What follows belongs to an exercise in optimizing a design on an open flow for small area, a short achievable clock period and few clock cycles per item; a production flow would make more cautious choices. The RTL was checked by simulation tests, not by an equivalence proof against the original design.

Setup of red:
==> module apb_crc_mc, before the edit <==
module apb_crc_mc #(
  parameter int DATA_WIDTH = 32,
  parameter int ADDR_WIDTH = 32,
  parameter int NUM_CH     = 4,
  parameter int CRC_WIDTH  = 32,
  parameter int FIFO_DEPTH = 4
) (
  input  logic                  clk,
  input  logic                  rstn,
  input  logic [ADDR_WIDTH-1:0] s_paddr,
  input  logic [DATA_WIDTH-1:0] s_pwdata,
  output logic [DATA_WIDTH-1:0] s_prdata,
  output logic                  s_pslverr,
  input  logic                  s_pwrite,
  input  logic                  s_psel,
  input  logic                  s_penable,
  output logic                  s_pready,
  input  logic [3:0]            s_pstrb
);
  logic [31:0] poly_r   [0:3];
  logic [31:0] init_r   [0:3];
  logic [31:0] xorout_r [0:3];
  logic [31:0] crc_r    [0:3];
  logic        refin_r  [0:3];
  logic        refout_r [0:3];
  logic        setup_s, ch_ok_s, err_s, is_res_s;
  logic [1:0]  ch_s;
  logic [4:0]  off_s;
  logic [31:0] rd_s, res_s, crc_s;
  assign setup_s  = s_psel & ~s_penable;
  assign ch_s     = s_paddr[6:5];
  assign off_s    = s_paddr[4:0];
  assign ch_ok_s  = ~s_paddr[7];
  assign is_res_s = (off_s == apb_crc_mc_pkg::OFF_RESULT);
  always_comb begin
    case (off_s)
      apb_crc_mc_pkg::OFF_CTRL, apb_crc_mc_pkg::OFF_POLY, apb_crc_mc_pkg::OFF_INIT,
      apb_crc_mc_pkg::OFF_XOROUT, apb_crc_mc_pkg::OFF_DATA:
        err_s = ~ch_ok_s;
      apb_crc_mc_pkg::OFF_RESULT, apb_crc_mc_pkg::OFF_STATUS:
        err_s = ~ch_ok_s | s_pwrite;
      default:
        err_s = 1'b1;
    endcase
  end
  logic [31:0] wb_r;
  logic [1:0]  wb_ch;
  logic        wb_v;
  assign crc_s = (wb_v && wb_ch == ch_s) ? wb_r : crc_r[ch_s];
  assign res_s = (refout_r[ch_s] ? apb_crc_mc_pkg::rev32(crc_s) : crc_s) ^ xorout_r[ch_s];
  always_comb begin
    rd_s = 32'd0;
    if (!err_s) begin
      case (off_s)
        apb_crc_mc_pkg::OFF_CTRL:   rd_s = {29'd0, refout_r[ch_s], refin_r[ch_s], 1'b0};
        apb_crc_mc_pkg::OFF_POLY:   rd_s = poly_r[ch_s];
        apb_crc_mc_pkg::OFF_INIT:   rd_s = init_r[ch_s];
        apb_crc_mc_pkg::OFF_XOROUT: rd_s = xorout_r[ch_s];
        apb_crc_mc_pkg::OFF_RESULT: rd_s = res_s;
        default:                    rd_s = 32'd0;
      endcase
    end
  end
  logic [3:0]  a_strb;
  logic [1:0]  a_ch;
  logic        a_ctrl, a_poly, a_init, a_xor, a_dat;
  always_ff @(posedge clk) begin
    a_strb <= s_pstrb;
    a_ch   <= ch_s;
    a_ctrl <= s_pwrite & ~err_s & (off_s == apb_crc_mc_pkg::OFF_CTRL);
    a_poly <= s_pwrite & ~err_s & (off_s == apb_crc_mc_pkg::OFF_POLY);
    a_init <= s_pwrite & ~err_s & (off_s == apb_crc_mc_pkg::OFF_INIT);
    a_xor  <= s_pwrite & ~err_s & (off_s == apb_crc_mc_pkg::OFF_XOROUT);
    a_dat  <= s_pwrite & ~err_s & (off_s == apb_crc_mc_pkg::OFF_DATA);
  end
  logic        acc_r, eng_go_r, eng_two_r, rdy_r, err_r;
  logic [15:0] eng_d_r, eng_q_r;
  logic [31:0] eng_c_r, eng_p_r;
  logic [31:0] eng_crc;
  logic [31:0] rdata_r;
  logic        wr_dat_s;
  logic [1:0]  ln_s;
  logic [15:0] ln_d_s;
  assign wr_dat_s = s_pwrite & ~err_s & (off_s == apb_crc_mc_pkg::OFF_DATA);
  assign ln_s     = acc_r ? s_pstrb[3:2] : s_pstrb[1:0];
  assign ln_d_s   = acc_r ? s_pwdata[31:16] : s_pwdata[15:0];
  always_ff @(posedge clk or negedge rstn) begin
    if (!rstn) begin
      acc_r    <= 1'b0;
      eng_go_r <= 1'b0;
      rdy_r    <= 1'b0;
    end else begin
      acc_r    <= setup_s;
      eng_go_r <= (setup_s | (acc_r & a_dat)) & wr_dat_s & (|ln_s);
      rdy_r    <= ~(setup_s & ~s_pwrite & is_res_s & eng_go_r & (ch_s == a_ch));
    end
  end
  always_ff @(posedge clk) begin
    rdata_r   <= rd_s;
    err_r     <= err_s;
    eng_two_r <= &ln_s;
    eng_q_r   <= apb_crc_mc_pkg::qinv(poly_r[ch_s]);
    eng_p_r   <= poly_r[ch_s];
    eng_c_r   <= (eng_go_r && (acc_r || ch_s == a_ch)) ? eng_crc : crc_s;
    eng_d_r   <= apb_crc_mc_pkg::lanes(ln_d_s[7:0], ln_s[1] ? ln_d_s[15:8] : ln_d_s[7:0],
                                       refin_r[ch_s]);
  end
  assign s_prdata  = rdata_r;
  assign s_pslverr = err_r;
  assign s_pready  = rdy_r;
  assign eng_crc = apb_crc_mc_pkg::crc_fold(eng_c_r, eng_p_r, eng_q_r, eng_d_r, eng_two_r);
  logic ld_init_crc_s;
  assign ld_init_crc_s = acc_r & a_ctrl & s_pwdata[0];
  always_ff @(posedge clk or negedge rstn) begin
    if (!rstn) wb_v <= 1'b0;
    else       wb_v <= eng_go_r | ld_init_crc_s;
  end
  always_ff @(posedge clk) begin
    wb_r  <= ld_init_crc_s ? init_r[ch_s] : eng_crc;
    wb_ch <= a_ch;
  end
  logic [31:0] wd_s, wbd_s;
  logic        ld_ctrl_s [0:3], ld_poly_s [0:3], ld_init_s [0:3], ld_xor_s [0:3], ld_crc_s [0:3];
  assign wd_s  = s_pwdata & {32{rstn}};
  assign wbd_s = wb_r & {32{rstn}};
  always_comb begin
    for (int c = 0; c < 4; c++) begin
      ld_ctrl_s[c] = ~rstn | (acc_r & a_ctrl & (a_ch == c));
      ld_poly_s[c] = ~rstn | (acc_r & a_poly & (a_ch == c));
      ld_init_s[c] = ~rstn | (acc_r & a_init & (a_ch == c));
      ld_xor_s[c]  = ~rstn | (acc_r & a_xor & (a_ch == c));
      ld_crc_s[c]  = ~rstn | (wb_v & (wb_ch == c));
    end
  end
  always_ff @(posedge clk) begin
    for (int c = 0; c < 4; c++) begin
      if (ld_poly_s[c]) poly_r[c]   <= wd_s;
      if (ld_init_s[c]) init_r[c]   <= wd_s;
      if (ld_xor_s[c])  xorout_r[c] <= wd_s;
      if (ld_ctrl_s[c]) begin
        refin_r[c]  <= wd_s[1];
        refout_r[c] <= wd_s[2];
      end
      if (ld_crc_s[c])  crc_r[c]    <= wbd_s;
    end
  end
endmodule
clock: 6.0 ns
lec_check: 0
abc_clock_period_in_ps: 3000
cap_margin: 20
core_margin: 2
core_utilization: 55
cts_buf_list: sky130_fd_sc_hd__clkbuf_16
cts_cluster_diameter: 100
cts_cluster_size: 25
setup_slack_margin: 2.5
slew_margin: 20
run.sh (not shown) runs the stock make flow with config.mk's settings and CLKGATE_MAP_FILE= SYNTH_SCRIPT=/design/flow/synth_recipe.tcl, a recipe that flattens the netlist after the stock synthesis.
red reached the final stage; the timing, design-rule and antenna checks on its layout passed.
Testbench counts of red, summed over its fixed seeds: cycles 3,849, bytes 4,655.
Input changes introduced in blue (baseline for comparison: red):
--- a/flow/design.v
+++ b/flow/design.v
@@ -99,11 +99,11 @@
   logic        refin_r  [0:3];
   logic        refout_r [0:3];
   logic        setup_s, ch_ok_s, err_s, is_res_s;
   logic [1:0]  ch_s;
   logic [4:0]  off_s;
-  logic [31:0] rd_s, res_s, crc_s;
+  logic [31:0] rd_s, res_s;
   assign setup_s  = s_psel & ~s_penable;
   assign ch_s     = s_paddr[6:5];
   assign off_s    = s_paddr[4:0];
   assign ch_ok_s  = ~s_paddr[7];
   assign is_res_s = (off_s == apb_crc_mc_pkg::OFF_RESULT);
@@ -116,15 +116,11 @@
         err_s = ~ch_ok_s | s_pwrite;
       default:
         err_s = 1'b1;
     endcase
   end
-  logic [31:0] wb_r;
-  logic [1:0]  wb_ch;
-  logic        wb_v;
-  assign crc_s = (wb_v && wb_ch == ch_s) ? wb_r : crc_r[ch_s];
-  assign res_s = (refout_r[ch_s] ? apb_crc_mc_pkg::rev32(crc_s) : crc_s) ^ xorout_r[ch_s];
+  assign res_s = (refout_r[ch_s] ? apb_crc_mc_pkg::rev32(crc_r[ch_s]) : crc_r[ch_s]) ^ xorout_r[ch_s];
   always_comb begin
     rd_s = 32'd0;
     if (!err_s) begin
       case (off_s)
         apb_crc_mc_pkg::OFF_CTRL:   rd_s = {29'd0, refout_r[ch_s], refin_r[ch_s], 1'b0};
@@ -174,39 +170,29 @@
     rdata_r   <= rd_s;
     err_r     <= err_s;
     eng_two_r <= &ln_s;
     eng_q_r   <= apb_crc_mc_pkg::qinv(poly_r[ch_s]);
     eng_p_r   <= poly_r[ch_s];
-    eng_c_r   <= (eng_go_r && (acc_r || ch_s == a_ch)) ? eng_crc : crc_s;
+    eng_c_r   <= (eng_go_r && (acc_r || ch_s == a_ch)) ? eng_crc : crc_r[ch_s];
     eng_d_r   <= apb_crc_mc_pkg::lanes(ln_d_s[7:0], ln_s[1] ? ln_d_s[15:8] : ln_d_s[7:0],
                                        refin_r[ch_s]);
   end
   assign s_prdata  = rdata_r;
   assign s_pslverr = err_r;
   assign s_pready  = rdy_r;
   assign eng_crc = apb_crc_mc_pkg::crc_fold(eng_c_r, eng_p_r, eng_q_r, eng_d_r, eng_two_r);
-  logic ld_init_crc_s;
-  assign ld_init_crc_s = acc_r & a_ctrl & s_pwdata[0];
-  always_ff @(posedge clk or negedge rstn) begin
-    if (!rstn) wb_v <= 1'b0;
-    else       wb_v <= eng_go_r | ld_init_crc_s;
-  end
-  always_ff @(posedge clk) begin
-    wb_r  <= ld_init_crc_s ? init_r[ch_s] : eng_crc;
-    wb_ch <= a_ch;
-  end
-  logic [31:0] wd_s, wbd_s;
+  logic [31:0] wd_s, crc_wr_s;
   logic        ld_ctrl_s [0:3], ld_poly_s [0:3], ld_init_s [0:3], ld_xor_s [0:3], ld_crc_s [0:3];
-  assign wd_s  = s_pwdata & {32{rstn}};
-  assign wbd_s = wb_r & {32{rstn}};
+  assign wd_s = s_pwdata & {32{rstn}};
+  assign crc_wr_s = ((acc_r & a_ctrl) ? init_r[ch_s] : eng_crc) & {32{rstn}};
   always_comb begin
     for (int c = 0; c < 4; c++) begin
       ld_ctrl_s[c] = ~rstn | (acc_r & a_ctrl & (a_ch == c));
       ld_poly_s[c] = ~rstn | (acc_r & a_poly & (a_ch == c));
       ld_init_s[c] = ~rstn | (acc_r & a_init & (a_ch == c));
       ld_xor_s[c]  = ~rstn | (acc_r & a_xor & (a_ch == c));
-      ld_crc_s[c]  = ~rstn | (wb_v & (wb_ch == c));
+      ld_crc_s[c]  = ~rstn | (acc_r & a_ctrl & s_pwdata[0] & (a_ch == c)) | (eng_go_r & (a_ch == c));
     end
   end
   always_ff @(posedge clk) begin
     for (int c = 0; c < 4; c++) begin
       if (ld_poly_s[c]) poly_r[c]   <= wd_s;
@@ -214,9 +200,9 @@
       if (ld_xor_s[c])  xorout_r[c] <= wd_s;
       if (ld_ctrl_s[c]) begin
         refin_r[c]  <= wd_s[1];
         refout_r[c] <= wd_s[2];
       end
-      if (ld_crc_s[c])  crc_r[c]    <= wbd_s;
+      if (ld_crc_s[c])  crc_r[c]    <= crc_wr_s;
     end
   end
 endmodule
==> run notes <==
[compare] base=red new=blue: flip-flop and latch count went down; non-clock buffer count increased by 6.3% relative to the old numbers; initial antenna violation count went up. Compared with red, in blue slew of the pin with the lowest slew margin decreased 190 ps, clock buffer count decreased 14%, routed wire length decreased about 4.6%.
Testbench counts of blue, summed over its fixed seeds: cycles 3,849, bytes 4,655.

port drivers added, routing unchanged:
How much do the figures lean on ideal ports? The routed layouts below were timed once more, with nothing changed but the port constraints. Step 1: set_driving_cell puts a clkbuf_16 on clk and a buf_2 on each other input, an assumption about the parent block. Step 2, shift: input delay + t, output delay - t, t = (earliest + latest rising clock arrival at the registers) / 2. This alone moves slack from input paths to output paths. Slacks: no drivers / after step 1 / after step 2; pairs: no drivers / after step 1.
run | t, ns | setup WS [ns] | hold WS [ns] | latest minus earliest clock arrival (ns)
red | 0.645 | 2.320 / 2.320 / 1.997 | 0.454 / 0.454 / 0.454 | 0.034 / 0.035
blue | 0.670 | 2.104 / 2.104 / 1.973 | 0.612 / 0.612 / 0.612 | 0.045 / 0.045
After both steps setup and hold are still met in every run listed. For red, which loses most, drivers alone change the setup slack by 0.000 ns; drivers and shift together by -0.323 ns.
